Source: an optimization exercise on an open RTL-to-GDS flow (aim: small area and a short achievable clock period). Production flows keep margins and buffers that such runs may drop. Only simulation tests tie the RTL to the original design; equivalence was not proved. Power figures rest on the tool's default switching activity, not on a simulated workload.

--- design/flow/config.mk ---
export PLATFORM = sky130hd
export DESIGN_NAME = inv_shift_sub_stage
export DESIGN_NICKNAME = inv_shift_sub_stage
export VERILOG_FILES = /design/flow/design.v
export SDC_FILE = /design/flow/constraint.sdc
export NUM_CORES = 4
export LEC_CHECK = 0
export CAP_MARGIN = 20
export CORE_MARGIN = 2
export CORE_UTILIZATION = 40
export PLACE_DENSITY = 0.55
export SETUP_SLACK_MARGIN = 2.5
export SLEW_MARGIN = 20
export SYNTH_HIERARCHICAL = 1
--- design/flow/constraint.sdc ---
create_clock -name core_clock -period 5.0 [get_ports {CLK}]
set_input_delay 1.0000 -clock core_clock [delete_from_list [all_inputs] [get_ports {CLK}]]
set_output_delay 1.0000 -clock core_clock [all_outputs]
set_load 0.01 [all_outputs]
--- design/flow/design.v ---
module g_a21oi_1 (input logic A1, input logic A2, input logic B1, output logic Y); assign Y = (~A1&~B1) | (~A2&~B1); endmodule
module g_a31oi_1 (input logic A1, input logic A2, input logic A3, input logic B1, output logic Y); assign Y = (~A1&~B1) | (~A2&~B1) | (~A3&~B1); endmodule
module g_inv_1 (input logic A, output logic Y); assign Y = (~A); endmodule
module g_nand2_1 (input logic A, input logic B, output logic Y); assign Y = (~A) | (~B); endmodule
module g_nand3_1 (input logic A, input logic B, input logic C, output logic Y); assign Y = (~A) | (~B) | (~C); endmodule
module g_xor  (input logic a, input logic b, output logic y); assign y = a ^ b;    endmodule
module g_xnor (input logic a, input logic b, output logic y); assign y = ~(a ^ b); endmodule
module g_nand (input logic a, input logic b, output logic y); assign y = ~(a & b); endmodule
module g_ready (input logic out_valid, input logic out_ready, output logic ready);
    assign ready = ~out_valid | out_ready;
endmodule
module inv_shift_sub_stage #(
    parameter int TAG_W = 4
) (
    input  logic             CLK,
    input  logic             RST_N,
    input  logic             IN_VALID,
    output logic             IN_READY,
    input  logic [0:127]     IN,
    input  logic [TAG_W-1:0] IN_TAG,
    output logic             OUT_VALID,
    input  logic             OUT_READY,
    output logic [0:127]     OUT,
    output logic [TAG_W-1:0] OUT_TAG
);
    localparam int NEN = 16;           
    logic [NEN:0]      en;      
    logic              v1;
    logic [TAG_W-1:0]  tag1;
    logic [15:0][11:0] s1;      
    logic [15:0][11:0] s1_d;
    logic [15:0][7:0]  s2;      
    logic [15:0][7:0]  s2_d;
    g_ready u_ready (.out_valid(OUT_VALID), .out_ready(OUT_READY), .ready(IN_READY));
    for (genvar e = 0; e <= NEN; e++) begin : g_en
        g_ready u_en (.out_valid(OUT_VALID), .out_ready(OUT_READY), .ready(en[e]));
    end
    for (genvar k = 0; k < 16; k++) begin : g_byte
        localparam int COL = k / 4;
        localparam int ROW = k % 4;
        localparam int SRC = 4 * ((COL - ROW + 4) % 4) + ROW;
        logic [7:0]  x;
        logic [11:0] o1;
        logic [7:0]  r;
        logic [3:0]  t;
        logic [7:0]  y;
        assign x = IN[8*SRC +: 8];
        logic p8; g_xor u_p8 (.a(x[0]), .b(x[1]), .y(p8));
        logic p9; g_xor u_p9 (.a(x[2]), .b(x[5]), .y(p9));
        logic p10; g_xor u_p10 (.a(x[6]), .b(x[7]), .y(p10));
        logic p11; g_xor u_p11 (.a(x[2]), .b(x[3]), .y(p11));
        logic p12; g_xor u_p12 (.a(x[1]), .b(x[4]), .y(p12));
        logic p13; g_xor u_p13 (.a(x[3]), .b(x[5]), .y(p13));
        logic p14; g_xor u_p14 (.a(p8), .b(p9), .y(p14));
        logic p15; g_xor u_p15 (.a(x[0]), .b(x[4]), .y(p15));
        logic p16; g_xor u_p16 (.a(p8), .b(x[4]), .y(p16));
        logic p17; g_xor u_p17 (.a(p10), .b(p11), .y(p17));
        logic p18; g_xor u_p18 (.a(x[0]), .b(x[5]), .y(p18));
        logic p19; g_xor u_p19 (.a(p12), .b(p13), .y(p19));
        logic p20; g_xor u_p20 (.a(p13), .b(x[6]), .y(p20));
        logic p21; g_xor u_p21 (.a(p9), .b(p10), .y(p21));
        logic p22; g_xor u_p22 (.a(p14), .b(x[6]), .y(p22));
        logic p23; g_xor u_p23 (.a(x[1]), .b(x[2]), .y(p23));
        logic p24; g_xor u_p24 (.a(p8), .b(x[3]), .y(p24));
        logic p25; g_xor u_p25 (.a(p11), .b(x[1]), .y(p25));
        logic p26; g_xor u_p26 (.a(p8), .b(p11), .y(p26));
        logic p27; g_xor u_p27 (.a(p8), .b(x[5]), .y(p27));
        logic p28; g_xor u_p28 (.a(p9), .b(x[4]), .y(p28));
        logic p29; g_xor u_p29 (.a(p12), .b(x[6]), .y(p29));
        logic p30; g_xor u_p30 (.a(p8), .b(x[7]), .y(p30));
        logic p31; g_xor u_p31 (.a(p10), .b(p15), .y(p31));
        logic p32; g_xor u_p32 (.a(p16), .b(x[2]), .y(p32));
        logic p33; g_xor u_p33 (.a(p15), .b(p17), .y(p33));
        logic p34; g_xor u_p34 (.a(p12), .b(p17), .y(p34));
        logic p35; assign p35 = ~x[1];
        logic p36; g_xnor u_p36 (.a(p8), .b(p9), .y(p36));
        logic p37; g_nand u_p37 (.a(p32), .b(p31), .y(p37));
        logic p38; g_nand u_p38 (.a(p15), .b(p34), .y(p38));
        logic p39; g_nand u_p39 (.a(p23), .b(p26), .y(p39));
        logic p40; g_nand u_p40 (.a(p28), .b(p30), .y(p40));
        logic p41; g_nand u_p41 (.a(p16), .b(p21), .y(p41));
        logic p42; g_nand u_p42 (.a(p14), .b(p22), .y(p42));
        logic p43; g_nand u_p43 (.a(p27), .b(p29), .y(p43));
        logic p44; g_nand u_p44 (.a(x[1]), .b(p19), .y(p44));
        logic p45; g_nand u_p45 (.a(p18), .b(p20), .y(p45));
        logic p46; g_xor u_p46 (.a(p37), .b(p38), .y(p46));
        logic p47; g_xor u_p47 (.a(p38), .b(p39), .y(p47));
        logic p48; g_xor u_p48 (.a(p17), .b(p43), .y(p48));
        logic p49; g_xor u_p49 (.a(p25), .b(p43), .y(p49));
        logic p50; g_xor u_p50 (.a(p24), .b(p40), .y(p50));
        logic p51; g_xor u_p51 (.a(p33), .b(p40), .y(p51));
        logic p52; g_xor u_p52 (.a(p48), .b(p45), .y(p52));
        logic p53; g_xor u_p53 (.a(p49), .b(p44), .y(p53));
        logic p54; g_xor u_p54 (.a(p50), .b(p42), .y(p54));
        logic p55; g_xor u_p55 (.a(p51), .b(p41), .y(p55));
        logic p56; g_xor u_p56 (.a(p46), .b(p52), .y(p56));
        logic p57; g_xor u_p57 (.a(p47), .b(p53), .y(p57));
        logic p58; g_xor u_p58 (.a(p46), .b(p54), .y(p58));
        logic p60; g_xnor u_p60 (.a(p47), .b(p55), .y(p60));
        assign o1[0] = p20;
        assign o1[1] = p19;
        assign o1[2] = p22;
        assign o1[3] = p21;
        assign o1[4] = p18;
        assign o1[5] = p35;
        assign o1[6] = p36;
        assign o1[7] = p16;
        assign o1[8] = p56;
        assign o1[9] = p57;
        assign o1[10] = p58;
        assign o1[11] = p60;
        assign s1_d[k] = o1;
        assign r = s1[k][7:0];
        assign t = s1[k][11:8];
        logic q12; g_nand2_1 u_q12 (.A(t[0]), .B(t[1]), .Y(q12));
        logic q13; g_inv_1 u_q13 (.A(t[0]), .Y(q13));
        logic q14; g_inv_1 u_q14 (.A(t[1]), .Y(q14));
        logic q15; g_nand2_1 u_q15 (.A(q13), .B(q14), .Y(q15));
        logic q16; g_inv_1 u_q16 (.A(t[3]), .Y(q16));
        logic q17; g_nand3_1 u_q17 (.A(q16), .B(t[0]), .C(t[2]), .Y(q17));
        logic q18; g_inv_1 u_q18 (.A(t[2]), .Y(q18));
        logic q19; g_nand2_1 u_q19 (.A(q18), .B(t[3]), .Y(q19));
        logic q20; g_nand2_1 u_q20 (.A(q17), .B(q19), .Y(q20));
        logic q21; g_a31oi_1 u_q21 (.A1(t[3]), .A2(q12), .A3(q15), .B1(q20), .Y(q21));
        logic q22; g_nand2_1 u_q22 (.A(q15), .B(q12), .Y(q22));
        logic q23; g_a21oi_1 u_q23 (.A1(q16), .A2(t[1]), .B1(t[2]), .Y(q23));
        logic q24; g_a21oi_1 u_q24 (.A1(q22), .A2(t[3]), .B1(q23), .Y(q24));
        logic q25; g_nand2_1 u_q25 (.A(q16), .B(t[2]), .Y(q25));
        logic q26; g_nand3_1 u_q26 (.A(q13), .B(q14), .C(q18), .Y(q26));
        logic q27; g_nand2_1 u_q27 (.A(q26), .B(q12), .Y(q27));
        logic q28; g_a31oi_1 u_q28 (.A1(t[1]), .A2(q25), .A3(q19), .B1(q27), .Y(q28));
        logic q29; g_nand2_1 u_q29 (.A(q25), .B(q19), .Y(q29));
        logic q30; g_a21oi_1 u_q30 (.A1(q14), .A2(t[3]), .B1(q13), .Y(q30));
        logic q31; g_a21oi_1 u_q31 (.A1(q29), .A2(t[1]), .B1(q30), .Y(q31));
        logic q32; g_xor u_q32 (.a(r[5]), .b(r[7]), .y(q32));
        logic q33; g_xor u_q33 (.a(r[4]), .b(r[6]), .y(q33));
        logic q34; g_xor u_q34 (.a(r[0]), .b(r[2]), .y(q34));
        logic q35; g_xor u_q35 (.a(r[1]), .b(r[3]), .y(q35));
        logic q36; g_xor u_q36 (.a(q32), .b(q33), .y(q36));
        logic q37; g_xor u_q37 (.a(q33), .b(r[3]), .y(q37));
        logic q38; g_xor u_q38 (.a(q32), .b(r[6]), .y(q38));
        logic q39; g_xor u_q39 (.a(r[2]), .b(r[5]), .y(q39));
        logic q40; g_xor u_q40 (.a(q32), .b(q35), .y(q40));
        logic q41; g_xor u_q41 (.a(r[0]), .b(r[1]), .y(q41));
        logic q42; g_xor u_q42 (.a(r[0]), .b(r[3]), .y(q42));
        logic q43; g_xor u_q43 (.a(r[3]), .b(r[4]), .y(q43));
        logic q44; g_xor u_q44 (.a(r[5]), .b(r[6]), .y(q44));
        logic q45; g_xor u_q45 (.a(r[1]), .b(r[6]), .y(q45));
        logic q46; g_xor u_q46 (.a(r[0]), .b(r[5]), .y(q46));
        logic q47; g_xor u_q47 (.a(r[0]), .b(r[4]), .y(q47));
        logic q48; g_xor u_q48 (.a(r[2]), .b(r[3]), .y(q48));
        logic q49; g_xor u_q49 (.a(q35), .b(r[2]), .y(q49));
        logic q50; g_xor u_q50 (.a(q43), .b(r[5]), .y(q50));
        logic q51; g_xor u_q51 (.a(q33), .b(q34), .y(q51));
        logic q52; g_xor u_q52 (.a(q44), .b(q34), .y(q52));
        logic q53; g_xor u_q53 (.a(q45), .b(q39), .y(q53));
        logic q54; g_xor u_q54 (.a(q33), .b(q39), .y(q54));
        logic q55; g_xor u_q55 (.a(q47), .b(r[7]), .y(q55));
        logic q56; g_xor u_q56 (.a(q32), .b(r[0]), .y(q56));
        logic q57; g_xor u_q57 (.a(q32), .b(q41), .y(q57));
        logic q58; g_xor u_q58 (.a(q32), .b(r[4]), .y(q58));
        logic q59; g_xor u_q59 (.a(q33), .b(r[7]), .y(q59));
        logic q60; g_xor u_q60 (.a(q34), .b(r[7]), .y(q60));
        logic q61; g_xor u_q61 (.a(q34), .b(r[1]), .y(q61));
        logic q62; g_xor u_q62 (.a(q34), .b(q35), .y(q62));
        logic q63; g_xor u_q63 (.a(q37), .b(r[0]), .y(q63));
        logic q64; g_xor u_q64 (.a(q37), .b(r[5]), .y(q64));
        logic q65; g_xor u_q65 (.a(q46), .b(q37), .y(q65));
        logic q66; g_xor u_q66 (.a(q40), .b(r[2]), .y(q66));
        logic q67; g_xor u_q67 (.a(q34), .b(q40), .y(q67));
        logic q68; g_xor u_q68 (.a(q40), .b(r[4]), .y(q68));
        logic q69; g_xor u_q69 (.a(q60), .b(q37), .y(q69));
        logic q70; g_xor u_q70 (.a(q38), .b(r[1]), .y(q70));
        logic q71; g_xor u_q71 (.a(q38), .b(r[2]), .y(q71));
        logic q72; g_xor u_q72 (.a(q61), .b(q38), .y(q72));
        logic q73; g_xor u_q73 (.a(q48), .b(q38), .y(q73));
        logic q74; g_xor u_q74 (.a(q36), .b(r[0]), .y(q74));
        logic q75; g_xor u_q75 (.a(q36), .b(r[1]), .y(q75));
        logic q76; g_xor u_q76 (.a(q34), .b(q36), .y(q76));
        logic q77; g_xor u_q77 (.a(q62), .b(q36), .y(q77));
        logic q78; g_nand u_q78 (.a(q21), .b(q67), .y(q78));
        logic q79; g_nand u_q79 (.a(q24), .b(q76), .y(q79));
        logic q80; g_nand u_q80 (.a(q28), .b(q72), .y(q80));
        logic q81; g_nand u_q81 (.a(q31), .b(q65), .y(q81));
        logic q82; g_nand u_q82 (.a(q21), .b(q69), .y(q82));
        logic q83; g_nand u_q83 (.a(q24), .b(q53), .y(q83));
        logic q84; g_nand u_q84 (.a(q28), .b(q77), .y(q84));
        logic q85; g_nand u_q85 (.a(q31), .b(q51), .y(q85));
        logic q86; g_nand u_q86 (.a(q21), .b(q57), .y(q86));
        logic q87; g_nand u_q87 (.a(q24), .b(q74), .y(q87));
        logic q88; g_nand u_q88 (.a(q28), .b(q73), .y(q88));
        logic q89; g_nand u_q89 (.a(q31), .b(q54), .y(q89));
        logic q90; g_nand u_q90 (.a(q21), .b(q42), .y(q90));
        logic q91; g_nand u_q91 (.a(q24), .b(q49), .y(q91));
        logic q92; g_nand u_q92 (.a(q28), .b(r[1]), .y(q92));
        logic q93; g_nand u_q93 (.a(q31), .b(q41), .y(q93));
        logic q94; g_nand u_q94 (.a(q21), .b(q55), .y(q94));
        logic q95; g_nand u_q95 (.a(q24), .b(q70), .y(q95));
        logic q96; g_nand u_q96 (.a(q28), .b(q39), .y(q96));
        logic q97; g_nand u_q97 (.a(q31), .b(q50), .y(q97));
        logic q98; g_nand u_q98 (.a(q21), .b(q56), .y(q98));
        logic q99; g_nand u_q99 (.a(q24), .b(q75), .y(q99));
        logic q100; g_nand u_q100 (.a(q28), .b(q71), .y(q100));
        logic q101; g_nand u_q101 (.a(q31), .b(q64), .y(q101));
        logic q102; g_nand u_q102 (.a(q21), .b(q52), .y(q102));
        logic q103; g_nand u_q103 (.a(q24), .b(q68), .y(q103));
        logic q104; g_nand u_q104 (.a(q28), .b(q63), .y(q104));
        logic q105; g_nand u_q105 (.a(q31), .b(q66), .y(q105));
        logic q106; g_nand u_q106 (.a(q21), .b(q58), .y(q106));
        logic q107; g_nand u_q107 (.a(q24), .b(q59), .y(q107));
        logic q108; g_nand u_q108 (.a(q28), .b(q32), .y(q108));
        logic q109; g_nand u_q109 (.a(q31), .b(q36), .y(q109));
        logic q110; g_xor u_q110 (.a(q78), .b(q79), .y(q110));
        logic q111; g_xor u_q111 (.a(q80), .b(q81), .y(q111));
        logic q112; g_xor u_q112 (.a(q82), .b(q83), .y(q112));
        logic q113; g_xor u_q113 (.a(q84), .b(q85), .y(q113));
        logic q114; g_xor u_q114 (.a(q86), .b(q87), .y(q114));
        logic q115; g_xor u_q115 (.a(q88), .b(q89), .y(q115));
        logic q116; g_xor u_q116 (.a(q90), .b(q91), .y(q116));
        logic q117; g_xor u_q117 (.a(q92), .b(q93), .y(q117));
        logic q118; g_xor u_q118 (.a(q94), .b(q95), .y(q118));
        logic q119; g_xor u_q119 (.a(q96), .b(q97), .y(q119));
        logic q120; g_xor u_q120 (.a(q100), .b(q101), .y(q120));
        logic q121; g_xor u_q121 (.a(q98), .b(q99), .y(q121));
        logic q122; g_xor u_q122 (.a(q102), .b(q103), .y(q122));
        logic q123; g_xor u_q123 (.a(q104), .b(q105), .y(q123));
        logic q124; g_xor u_q124 (.a(q106), .b(q107), .y(q124));
        logic q125; g_xor u_q125 (.a(q108), .b(q109), .y(q125));
        logic q126; g_xor u_q126 (.a(q110), .b(q111), .y(q126));
        logic q127; g_xor u_q127 (.a(q112), .b(q113), .y(q127));
        logic q128; g_xor u_q128 (.a(q114), .b(q115), .y(q128));
        logic q129; g_xor u_q129 (.a(q116), .b(q117), .y(q129));
        logic q130; g_xor u_q130 (.a(q118), .b(q119), .y(q130));
        logic q131; g_xor u_q131 (.a(q120), .b(q121), .y(q131));
        logic q132; g_xor u_q132 (.a(q122), .b(q123), .y(q132));
        logic q133; g_xor u_q133 (.a(q124), .b(q125), .y(q133));
        assign y[0] = q126;
        assign y[1] = q127;
        assign y[2] = q128;
        assign y[3] = q129;
        assign y[4] = q130;
        assign y[5] = q131;
        assign y[6] = q132;
        assign y[7] = q133;
        assign s2_d[k]       = y;
        assign OUT[8*k +: 8] = s2[k];
    end
    always_ff @(posedge CLK) begin
        for (int k = 0; k < 16; k++) begin
            if (en[k * NEN / 16]) begin
                s1[k] <= s1_d[k];
                s2[k] <= s2_d[k];
            end
        end
        if (en[NEN]) begin
            tag1    <= IN_TAG;
            OUT_TAG <= tag1;
        end
    end
    always_ff @(posedge CLK) begin
        if (!RST_N) begin
            v1        <= 1'b0;
            OUT_VALID <= 1'b0;
        end else if (en[NEN]) begin
            v1        <= IN_VALID;
            OUT_VALID <= v1;
        end
    end
endmodule
--- design/flow/flow/run.sh ---
#!/bin/bash
set -euo pipefail
bash standard.sh BUFFER_PORTS_ARGS="-buffer_cell sky130_fd_sc_hd__buf_2" finish > run_make.log 2>&1
--- design/flow/standard.sh ---
#!/bin/bash
# synth_recipe.tcl (not shown) runs the flow's synth.tcl, then flattens the netlist and writes it again
# the make line also repeats each setting of config.mk as NAME=value (left out here)
make -C /OpenROAD-flow-scripts/flow DESIGN_CONFIG=/design/flow/config.mk WORK_HOME=/design/flow/orfs CLKGATE_MAP_FILE= SYNTH_SCRIPT=/design/flow/synth_recipe.tcl "${@:-finish}"
==> results of run 1 <==
metal layers:
metal	part of all wire [%]	vias up	track usage, %
li1	-	10500	-
met3	3.8	95	2.78
met5	0.095	-	0
met4	2.7	10	5.10
met2	48	256	27.8
met1	46	9365	21.6
area by class of cell:
type / count / area [um^2]
Fill cell: 7178 / 39400
Multi-Input combinational cell: 2726 / 20500
Sequential cell: 330 / 9890
Timing Repair Buffer: 271 / 1400
Tap cell: 969 / 1210
Clock buffer: 47 / 1120
Clock inverter: 33 / 404
Inverter: 80 / 300
Antenna cell: 5 / 12.5
Yosys stat by module (local to each module, per instance):
module               flops+latches  cells
g_a21oi_1                        0      1
g_a31oi_1                        0      1
g_inv_1                          0      1
g_nand                           0      1
g_nand2_1                        0      1
g_nand3_1                        0      1
g_ready                          0      1
g_xnor                           0      1
g_xor                            0      1
inv_shift_sub_stage            330    350
metrics by stage:
step	utilization (%)	worst slack (ps)	instance area, um^2
2_1_floorplan	-	2510	30000
3_3_place_gp	43.9	1960	32600
3_5_place_dp	43.9	1970	32600
4_1_cts	46.2	2340	34300
5_1_grt	46.9	2410	34800
6_report	46.9	2450	34800
repair_timing:
| action | 4_1_cts | 5_1_grt |
|---|---|---|
| gates resized for setup | 20 | 65 |
| hold buffers | 0 | 0 |
| setup buffers | 1 | 1 |
| endpoints found under the setup margin | 91 | 89 |
| pin swaps | 0 | 0 |
layout by cell type (no fill, tap or decap), types with 2 or more instances in the layout:
| cell type | count |
|---|---|
| bufinv_16 | 8 |
| xnor2_1 | 32 |
| edfxtp_1 | 328 |
| nor2b_1 | 2 |
| buf_2 | 268 |
| clkbuf_16 | 44 |
| xor2_1 | 1678 |
| clkinv_4 | 2 |
| clkinv_2 | 9 |
| nand3_1 | 32 |
| a21oi_2 | 64 |
| nand2b_1 | 17 |
| mux2i_1 | 2 |
| clkinvlp_4 | 7 |
| clkinv_1 | 4 |
| clkbuf_1 | 2 |
| buf_12 | 2 |
| a31oi_1 | 32 |
| xor2_2 | 68 |
| nand2_1 | 784 |
| xor2_4 | 14 |
| diode_2 | 5 |
| inv_6 | 2 |
| inv_1 | 80 |
sequential cells by signal, summed over array words and instances, names as in the netlist:
| signal | count |
|---|---|
| s2 | 128 |
| v1 | 1 |
| OUT_TAG | 4 |
| OUT_VALID | 1 |
| s1 | 192 |
| tag1 | 4 |
path summary, 6_finish.rpt:
check	end	slack, ps	cells past startpoint
setup / recovery	IN_READY	2450	3
hold / removal	OUT_TAG[2]	420	0
setup reg to reg	s2[56]	2630	6
hold reg to reg	OUT_TAG[2]	420	0
worst max-delay path, delay by kind of cell:
| family | cells | cell delay [ps] |
|---|---|---|
| simple gates | 1 | 190 |
| buf+inv | 2 | 340 |
cell families (layout without fill, tap and decap cells):
logic type,count (synthesis),in the layout
AOI/OAI and AO/OA,96,96
DFF,330,330
and+or+nand+nor,836,836
muxes,2,2
xor gates and xnor gates,1792,1792
other,0,5
buffers and inverters,80,431
power by group through the flow:
stage	combinational (mW)	sequential, mW	clock [mW]
after CTS	15.1	6.40	3.45
after global placement	15.0	6.45	0
after floorplan	11.5	6.47	0
final	15.0	6.43	3.30
after global routing	16.9	6.58	3.53
after detailed placement	15.0	6.43	0
==> results.json, run 1 <==
{
  "synth_compound_area_share_pct": 2.54,
  "firstDrtPassIters": 5,
  "area_growth_pct": 16.5,
  "worst_pin_slew_ps": 1020,
  "grt_max_degree": 21,
  "clk_pin_slew_worst_paths_ps": 60,
  "postRouteAntennaNets": 0,
  "fin_tns_setup_ps": 0,
  "internal_power_mw": 13.3,
  "port_buffers": 269,
  "power_switching_mw": 11.4,
  "synth.area.mux_share_pct": 0.0670,
  "rsz0062_at_grt": "true",
  "place.gp.congestion": 0.830,
  "initial_core_util_pct": 40.3,
  "path_cells": "buf_8 > nand2b_4 > buf_2",
  "whs_ps": 418,
  "power_frac_comb_pct": 60.6,
  "die_y_um": 277,
  "synth-simple-area-share_pct": 10.8,
  "hold_class": "flop to flop",
  "synthAdderAreaFrac_pct": 0,
  "viasPerCell": 4.53,
  "netlist_top_cells_count": "1760 x xor2_1, 784 x nand2_1, 328 x edfxtp_1",
  "syn_nets": 3272,
  "synth_cells": 3136,
  "worstSetupEndpointType": "output port",
  "maxCapViolCount": 0,
  "syn_area_per_cell_um2": 9.53,
  "dp.cells": 4374,
  "synth.most_common_cell": "xor2_1",
  "wl_per_cell_um": 14.4,
  "seq_area_frac_synth_pct": 33.1,
  "drcViolationCount": 0,
  "path_max_fanout": 19,
  "final-setup-viol-count": 0,
  "period_minus_slack_ps": 2550,
  "cp_slowest_stage_delay_ps": 210,
  "clk_latency_ps": 580,
  "cts_tree": "built",
  "die_area_mm2": 0.0769,
  "core_area_mm2": 0.0742,
  "cp.arrival_ps": 1550,
  "worstPathRequired_ps": 4000,
  "yosys_warnings": 7,
  "drive_above_1_share_pct": 14.1,
  "crit_type": "primary input to output port",
  "min_period_over_period_pct": 51.1,
  "pwr-share-seq_pct": 26.0,
  "synth-main-ff-cell": "edfxtp_1",
  "grt_pass1_vias": 19800,
  "outcome": "timing/DRC/antenna clean",
  "swShare_pct": 46.0,
  "io_pins": 270,
  "vias": 20200,
  "worstHoldStart": "tag1[2]",
  "hold_violations": 0,
  "synth-xor-area-share_pct": 52.5,
  "max-vdd-ir-drop_uv": 305,
  "power_frac_clock_pct": 13.4,
  "pwr_density_cell_mw_per_mm2": 710,
  "layout.nets": 3588,
  "hpwl_um": 47400,
  "chipWidth_um": 277,
  "drv_slew": 0,
  "synth_edf_count": 328,
  "power_mw": 24.7,
  "p_leak_nw": 15.1,
  "cts_made_buffers": 43,
  "antenna_found_initial": 10,
  "startpoint": "OUT_READY",
  "skew_ps": 24.5,
  "synth_top_cell_area_share_pct": 51.6,
  "grt.total_usage_pct": 16.5,
  "drt_wl_total_um": 64400,
  "clockBufferDepth": 3,
  "clock_sinks": 330,
  "root_buffer": "clkbuf_16",
  "drt_iter0_drc": 807,
  "r2r-start": "s1[84]",
  "ys_seq_elements": 330,
  "synth_area_leaders": "xor2_1 52%, edfxtp_1 33%, nand2_1 9.8%, a21oi_2 1.9%, inv_1 1.0%",
  "slowest_stage": "buf_8",
  "synth_top_family_by_area": "XOR/XNOR gates",
  "gr-total-overflow": 0,
  "grt_pass1_wl_um": 104000,
  "synthArstFlopShare_pct": 0,
  "h-tree-depth": 2,
  "startpoint_type": "primary input",
  "relSlewSlack_pct": 32.1,
  "synth_area_leader_cell": "xor2_1",
  "synth_area_mm2": 0.0299,
  "core.rowCount": 100,
  "max_freq_mhz": 392,
  "fin_cells": 4461,
  "ys_types": 12
}
==> run 2: changes to the inputs <==
--- a/design/flow/config.mk
+++ b/design/flow/config.mk
@@ -11,3 +11,3 @@
 export PLACE_DENSITY = 0.55
-export SETUP_SLACK_MARGIN = 2.5
+export SETUP_SLACK_MARGIN = 2.7
 export SLEW_MARGIN = 20
==> results.json, run 2 <==
{
  "area_growth_pct": 24.4,
  "maxCapViolCount": 0,
  "r2r-start": "s1[13]",
  "hold_violations": 0,
  "hold_class": "flop to flop",
  "ys_seq_elements": 330,
  "grt_most_used_layer": "met2",
  "wl_per_cell_um": 15.2,
  "viasPerCell": 4.62,
  "clk_pin_slew_worst_paths_ps": 50,
  "firstDrtPassIters": 5,
  "place_area_mm2": 0.0336,
  "grt_pass1_vias": 21400,
  "drv_slew": 0,
  "worstSetupEndpointType": "output port",
  "synth_area_leaders": "xor2_1 52%, edfxtp_1 33%, nand2_1 9.8%, a21oi_2 1.9%, inv_1 1.0%",
  "synth_top_family_by_area": "XOR/XNOR gates",
  "pwr_density_cell_mw_per_mm2": 680,
  "period_minus_slack_ps": 2380,
  "startpoint_type": "primary input",
  "synthArstFlopShare_pct": 0,
  "clk_latency_ps": 560,
  "path_cells": "buf_16 > nand2b_4 > buf_6",
  "startpoint": "OUT_READY",
  "final_cell_area_mm2": 0.0372,
  "drcViolationCount": 0,
  "cts_tree": "built",
  "netlist_top_cells_count": "1760 x xor2_1, 784 x nand2_1, 328 x edfxtp_1",
  "fill_cells": 6760,
  "crit_type": "primary input to output port",
  "max-vdd-ir-drop_uv": 235,
  "path_delay_family": "buffers and inverters",
  "cp_slowest_stage_delay_ps": 140,
  "gr-total-overflow": 0,
  "seq_area_frac_synth_pct": 33.1,
  "place.gp.congestion": 0.863,
  "p_leak_nw": 15.8,
  "power_mw": 25.3,
  "chipWidth_um": 277,
  "layout.nets": 3669,
  "drt_iter0_drc": 865,
  "grt_max_degree": 21,
  "initial_core_util_pct": 40.3,
  "grtUsageMet2_pct": 31.6,
  "io_pins": 270,
  "drt_wl_total_um": 68900,
  "worstPathRequired_ps": 4000,
  "synth-xor-area-share_pct": 52.5,
  "synth-simple-area-share_pct": 10.8,
  "grt_pass1_wl_um": 112000,
  "core.rowCount": 100,
  "synth_area_leader_cell": "xor2_1",
  "outcome": "timing/DRC/antenna clean",
  "fin_tns_setup_ps": 0,
  "final_common_cell": "xor2_1",
  "rsz0062_at_grt": "true",
  "met1_usage_pct": 21.9,
  "min_period_over_period_pct": 47.7,
  "top_register": "s1",
  "syn_area_per_cell_um2": 9.53,
  "synth-main-ff-cell": "edfxtp_1",
  "root_buffer": "clkbuf_16",
  "path_max_fanout": 3,
  "cts_hold_buf": 0,
  "synth_compound_area_share_pct": 2.54,
  "relSlewSlack_pct": 34.4,
  "grt.total_usage_pct": 17.6,
  "max_freq_mhz": 419,
  "ys_types": 12,
  "cp.arrival_ps": 1380,
  "skew_ps": 16.5,
  "layout_common_cells": "1570 x xor2_1, 784 x nand2_1, 328 x edfxtp_1",
  "die_area_mm2": 0.0769,
  "antenna_found_initial": 13,
  "vias": 21000,
  "slowest_stage": "nand2b_4",
  "clock_sinks": 330,
  "cts_made_buffers": 43,
  "largest_reg_flops": 192,
  "worstHoldStart": "tag1[0]",
  "hpwl_um": 50700,
  "syn_nets": 3272,
  "path_buf_inv": 2,
  "h-tree-depth": 2,
  "grt_util_met3_pct": 2.56,
  "clockBufferDepth": 3,
  "synthAdderAreaFrac_pct": 0,
  "synth_area_mm2": 0.0299,
  "final-setup-viol-count": 0,
  "synth_top_cell_area_share_pct": 51.6,
  "core_area_mm2": 0.0742,
  "synth.most_common_cell": "xor2_1",
  "drive_above_1_share_pct": 19.4,
  "largestRegisters": "s1 x192, s2 x128",
  "synth.area.mux_share_pct": 0.0670,
  "postRouteAntennaNets": 0,
  "port_buffers": 269,
  "synth_cells": 3136,
  "synth_edf_count": 328,
  "die_y_um": 277,
  "yosys_warnings": 7,
  "worst_pin_slew_ps": 984,
  "whs_ps": 417
}
-- run 2: cell types whose count changed in the layout (fill, tap and decap cells not counted), sizes merged --
cell	delta
diode	+2
clkinvlp	-3
bufbuf	+1
clkinv	-3
inv	-1
clkbuf	+2
buf	+80
-- run 2: per-stage QoR --
step | setup WS (ps) | std cells | util, %
detailed placement | 2040 | 4375 | 45.3
floorplan | 2670 | 3136 | -
global placement | 2000 | 4375 | 45.3
global route | 2610 | 4539 | 50.1
finish | 2620 | 4539 | 50.1
CTS | 2590 | 4457 | 48.5
-- run 2: kinds of logic (layout without fill, tap and decap cells) --
group | after synthesis | in the layout
other | 0 | 7
xor gates and xnor gates | 1792 | 1792
muxes | 2 | 2
buffers and inverters | 80 | 507
AOI/OAI and AO/OA | 96 | 96
and+or+nand+nor | 836 | 836
DFF | 330 | 330
-- run 2: final timing paths --
path | slack (ps) | cells past startpoint | to
setup / recovery | 2620 | 3 | IN_READY
hold / removal | 420 | 0 | OUT_TAG[0]
setup reg to reg | 2720 | 6 | s2[14]
hold reg to reg | 420 | 0 | OUT_TAG[0]
-- run 2: per-layer routing --
| layer | vias to the layer above | wire length (um) |
|---|---|---|
| met4 | 8 | 1730 |
| met2 | 292 | 35300 |
| li1 | 10600 | - |
| met1 | 9971 | 29600 |
| met3 | 103 | 2210 |
| met5 | - | 60 |
-- run 2: where the power goes --
part | leakage [nW] | internal, mW | switching, mW
sequential | 3.48 | 5.34 | 1.12
clock | 0.720 | 2.05 | 1.23
combinational | 11.6 | 6.26 | 9.30
-- run 2: per-module statistics from Yosys, one instance, submodules excluded, excerpt --
| module | area [um^2] | times used | flip-flops and latches | cells |
|---|---|---|---|---|
| inv_shift_sub_stage | 9980 | 1 | 330 | 350 |
| g_a21oi_1 | 8.76 | 64 | 0 | 1 |
| g_xor | 8.76 | 1760 | 0 | 1 |
| g_xnor | 8.76 | 32 | 0 | 1 |
| g_a31oi_1 | 6.26 | 32 | 0 | 1 |
| g_ready | 6.26 | 18 | 0 | 1 |
| g_nand3_1 | 5.00 | 32 | 0 | 1 |
| g_nand | 3.75 | 656 | 0 | 1 |
| g_nand2_1 | 3.75 | 128 | 0 | 1 |
-- run 2: final cells by class --
| type | instances | area [um^2] | share of cell area (%) |
|---|---|---|---|
| multi-input cells | 2726 | 22200 | 59.8 |
| repair buffers | 352 | 2050 | 5.51 |
| well taps | 969 | 1210 | 3.26 |
| diodes | 7 | 17.5 | 0.0471 |
| clock inverters | 26 | 350 | 0.942 |
| flip-flops and latches | 330 | 9890 | 26.6 |
| inverters | 80 | 300 | 0.807 |
| clock buffers | 49 | 1140 | 3.07 |
-- run 2: what timing repair did --
| action | in CTS | in global routing |
|---|---|---|
| resized for setup | 105 | 75 |
| buffers inserted | 6 | 75 |
| pin swaps | 0 | 13 |
| endpoints found under the setup margin | 130 | 125 |
| cloned | 1 | 0 |
-- run 2: worst register-to-register path: cells and delay by family, from the launching register on --
kind                      cells  cell delay [ps]
and+or+nand+nor               1               80
xor gates and xnor gates      5             1370
DFF                           1              580
==> run 3: changes to the inputs <==
--- a/design/flow/config.mk
+++ b/design/flow/config.mk
@@ -9,5 +9,5 @@
 export CORE_MARGIN = 2
-export CORE_UTILIZATION = 40
-export PLACE_DENSITY = 0.55
-export SETUP_SLACK_MARGIN = 2.7
+export CORE_UTILIZATION = 22
+export PLACE_DENSITY = 0.3
+export SETUP_SLACK_MARGIN = 2.5
 export SLEW_MARGIN = 20
==> results.json, run 3 <==
{
  "outcome": "timing/DRC/antenna clean",
  "multi_input_area_mm2": 0.0207,
  "die_y_um": 373,
  "max-vdd-ir-drop_uv": 296,
  "synth_edf_count": 328,
  "ys_seq_elements": 330,
  "h-tree-depth": 2,
  "whs_ps": 420,
  "worst_pin_slew_ps": 1030,
  "die_area_mm2": 0.139,
  "postRouteAntennaNets": 0,
  "drv_slew": 0,
  "antenna_found_initial": 4,
  "synth_area_leaders": "xor2_1 52%, edfxtp_1 33%, nand2_1 9.8%, a21oi_2 1.9%, inv_1 1.0%",
  "worstPathRequired_ps": 4000,
  "worstHoldStart": "tag1[1]",
  "power_frac_clock_pct": 13.9,
  "fill_cells": 14500,
  "seq_area_frac_synth_pct": 33.1,
  "reg2regPathDepth": 6,
  "min_period_over_period_pct": 48.4,
  "synthArstFlopShare_pct": 0,
  "synth_cells": 3136,
  "yosys_warnings": 7,
  "largestRegisters": "s1 x192, s2 x128",
  "gr-total-overflow": 0,
  "cp.arrival_ps": 1420,
  "chipWidth_um": 373,
  "initial_core_util_pct": 22.1,
  "p_leak_nw": 15.3,
  "r2r-start": "s1[5]",
  "period_minus_slack_ps": 2420,
  "clock_sinks": 330,
  "place_area_mm2": 0.0336,
  "syn_area_per_cell_um2": 9.53,
  "hold_violations": 0,
  "io_pins": 270,
  "root_buffer": "clkbuf_16",
  "power_frac_comb_pct": 60.4,
  "cts_made_buffers": 47,
  "layout.nets": 3604,
  "core.rowCount": 135,
  "crit_type": "primary input to output port",
  "relSlewSlack_pct": 31.6,
  "drt_iter0_drc": 625,
  "maxCapViolCount": 0,
  "reg2reg_to": "s2[5]",
  "drt_wl_total_um": 81300,
  "final_common_cell": "xor2_1",
  "power_switching_mw": 12.1,
  "grt_pass1_vias": 21000,
  "synth_top_cell_area_share_pct": 51.6,
  "vias": 20300,
  "hold_end": "OUT_TAG[1]",
  "top_register": "s1",
  "ys_types": 12,
  "worstSetupEndpointType": "output port",
  "max_freq_mhz": 413,
  "cts_hold_buf": 0,
  "pwr_density_cell_mw_per_mm2": 709,
  "hpwl_um": 61700,
  "firstDrtPassIters": 4,
  "largest_reg_flops": 192,
  "fin_tns_setup_ps": 0,
  "holdPathStages": 0,
  "hold_class": "flop to flop",
  "startpoint_type": "primary input",
  "final-setup-viol-count": 0,
  "netlist_top_cells_count": "1760 x xor2_1, 784 x nand2_1, 328 x edfxtp_1",
  "clk_pin_slew_worst_paths_ps": 50,
  "r2r_slack_ps": 2640,
  "port_buffers": 269,
  "cts_tree": "built",
  "pwr-share-seq_pct": 25.7,
  "swShare_pct": 47.1,
  "final_cell_area_mm2": 0.0362,
  "rsz0062_at_grt": "true",
  "drive_above_1_share_pct": 14.9,
  "drcViolationCount": 0,
  "grt_max_degree": 21,
  "path_max_fanout": 7,
  "wl_per_cell_um": 15.4,
  "core_area_mm2": 0.135,
  "regArea_mm2": 0.00989,
  "grt.total_usage_pct": 11.6,
  "layout_common_cells": "1662 x xor2_1, 784 x nand2_1, 328 x edfxtp_1",
  "place.gp.congestion": 0.745,
  "synth_area_leader_cell": "xor2_1",
  "area_growth_pct": 21.2,
  "grt_pass1_wl_um": 127000,
  "clockBufferDepth": 3,
  "synth_area_mm2": 0.0299,
  "viasPerCell": 3.83,
  "internal_power_mw": 13.6,
  "synth.most_common_cell": "xor2_1",
  "syn_nets": 3272,
  "synth-main-ff-cell": "edfxtp_1",
  "clk_latency_ps": 610,
  "skew_ps": 19.0
}
## run 3: metal layers
metal | vias up | GRT usage, % | part of all wire, %
li1 | 10500 | - | -
met1 | 9442 | 15.2 | 47
met4 | 0 | 3.09 | 2.2
met5 | - | 0 | 0
met2 | 225 | 19.7 | 48
met3 | 82 | 1.83 | 3.0
## run 3: logic make-up after synthesis
| family | synth area share, % |
|---|---|
| AOI/OAI and AO/OA | 2.54 |
| and+or+nand+nor | 10.8 |
| muxes | 0.0670 |
| xor gates and xnor gates | 52.5 |
| buffers and inverters | 1.00 |
| DFF | 33.1 |
## run 3: cell type report
type                            count  share of cell area (%)
Antenna cell                        3                  0.0207
Clock buffer                       51                    3.40
Clock inverter                     36                    1.13
Sequential cell                   330                    27.3
Tap cell                         1781                    6.15
Inverter                           80                   0.829
Multi-Input combinational cell   2726                    57.0
Timing Repair Buffer              283                    4.14
## run 3: worst max-delay path by stage
stage | startpoint | to | slack [ps] | depth (start not counted)
after floorplan | IN[68] | s1[107] | 2510 | 6
after global placement | OUT_READY | s2[83] | 1790 | 2
after detailed placement | OUT_READY | s1[100] | 1820 | 2
after CTS | OUT_READY | IN_READY | 2330 | 3
after global routing | s1[89] | s2[61] | 2480 | 6
final | OUT_READY | IN_READY | 2580 | 3
## run 3: critical path, stage by stage
cell,delay [ps]
buf_16,130
nand2b_4,140
buf_2,140
## run 3: Yosys stat by module, one instance, submodules excluded, excerpt
module               flops+latches  cells  cell area, um^2  times used
inv_shift_sub_stage            330    350             9980           1
g_a21oi_1                        0      1             8.76          64
g_xor                            0      1             8.76        1760
g_xnor                           0      1             8.76          32
g_a31oi_1                        0      1             6.26          32
g_ready                          0      1             6.26          18
g_nand3_1                        0      1             5.00          32
g_inv_1                          0      1             3.75          64
g_nand                           0      1             3.75         656
## run 3: metrics by stage
step / utilization, % / setup slack [ps] / cells / total power [mW]
after global routing: 26.8 / 2480 / 5290 / 28.3
after floorplan: - / 2510 / 3136 / 18.0
after detailed placement: 24.9 / 1820 / 5187 / 22.4
after CTS: 26.4 / 2330 / 5274 / 26.3
final: 26.8 / 2580 / 5290 / 25.7
after global placement: 24.9 / 1790 / 5187 / 22.6
## run 3: power groups by stage
stage                     Sequential (mW)  Clock [mW]  Combinational, mW
after floorplan                      6.47           0               11.5
after global placement               6.67           0               16.0
after detailed placement             6.61           0               15.8
after CTS                            6.61        3.77               15.9
after global routing                 6.76        3.86               17.7
final                                6.59        3.58               15.5
## run 3: what timing repair did
| item | CTS | global route |
|---|---|---|
| gates resized for setup | 58 | 54 |
| endpoints found under the hold margin | 0 | 0 |
| pin swaps | 0 | 0 |
| endpoints found under the setup margin | 114 | 78 |
| buffers inserted | 0 | 13 |

[separate check: timing with driven ports]
How much do the figures lean on ideal ports? The routed layouts below were timed once more, with nothing changed but the port constraints.
Step 1, drivers: a clkbuf_16 drives CLK and a buf_2 each remaining input, both assumed.
Step 2 adds t to the input delays and takes it off the output delays; t is the mean of the earliest and latest rising clock arrival at the registers after step 1. Input paths then give back, and output paths get back, about the clock's delay inside the block.
Three values: ideal, step 1, step 2; two values: the first two.
run | t, ns | slack for setup (ns) | worst register clock-pin slew, ns
run 1 | 0.633 | 2.446 / 2.393 / 2.098 | 0.06 / 0.06
run 2 | 0.617 | 2.616 / 2.556 / 2.163 | 0.06 / 0.06
run 3 | 0.674 | 2.579 / 2.518 / 2.006 | 0.07 / 0.07
After both steps setup and hold are still met in every run listed. For run 3, which loses most, drivers alone change the setup slack by -0.061 ns; drivers and shift together by -0.573 ns.
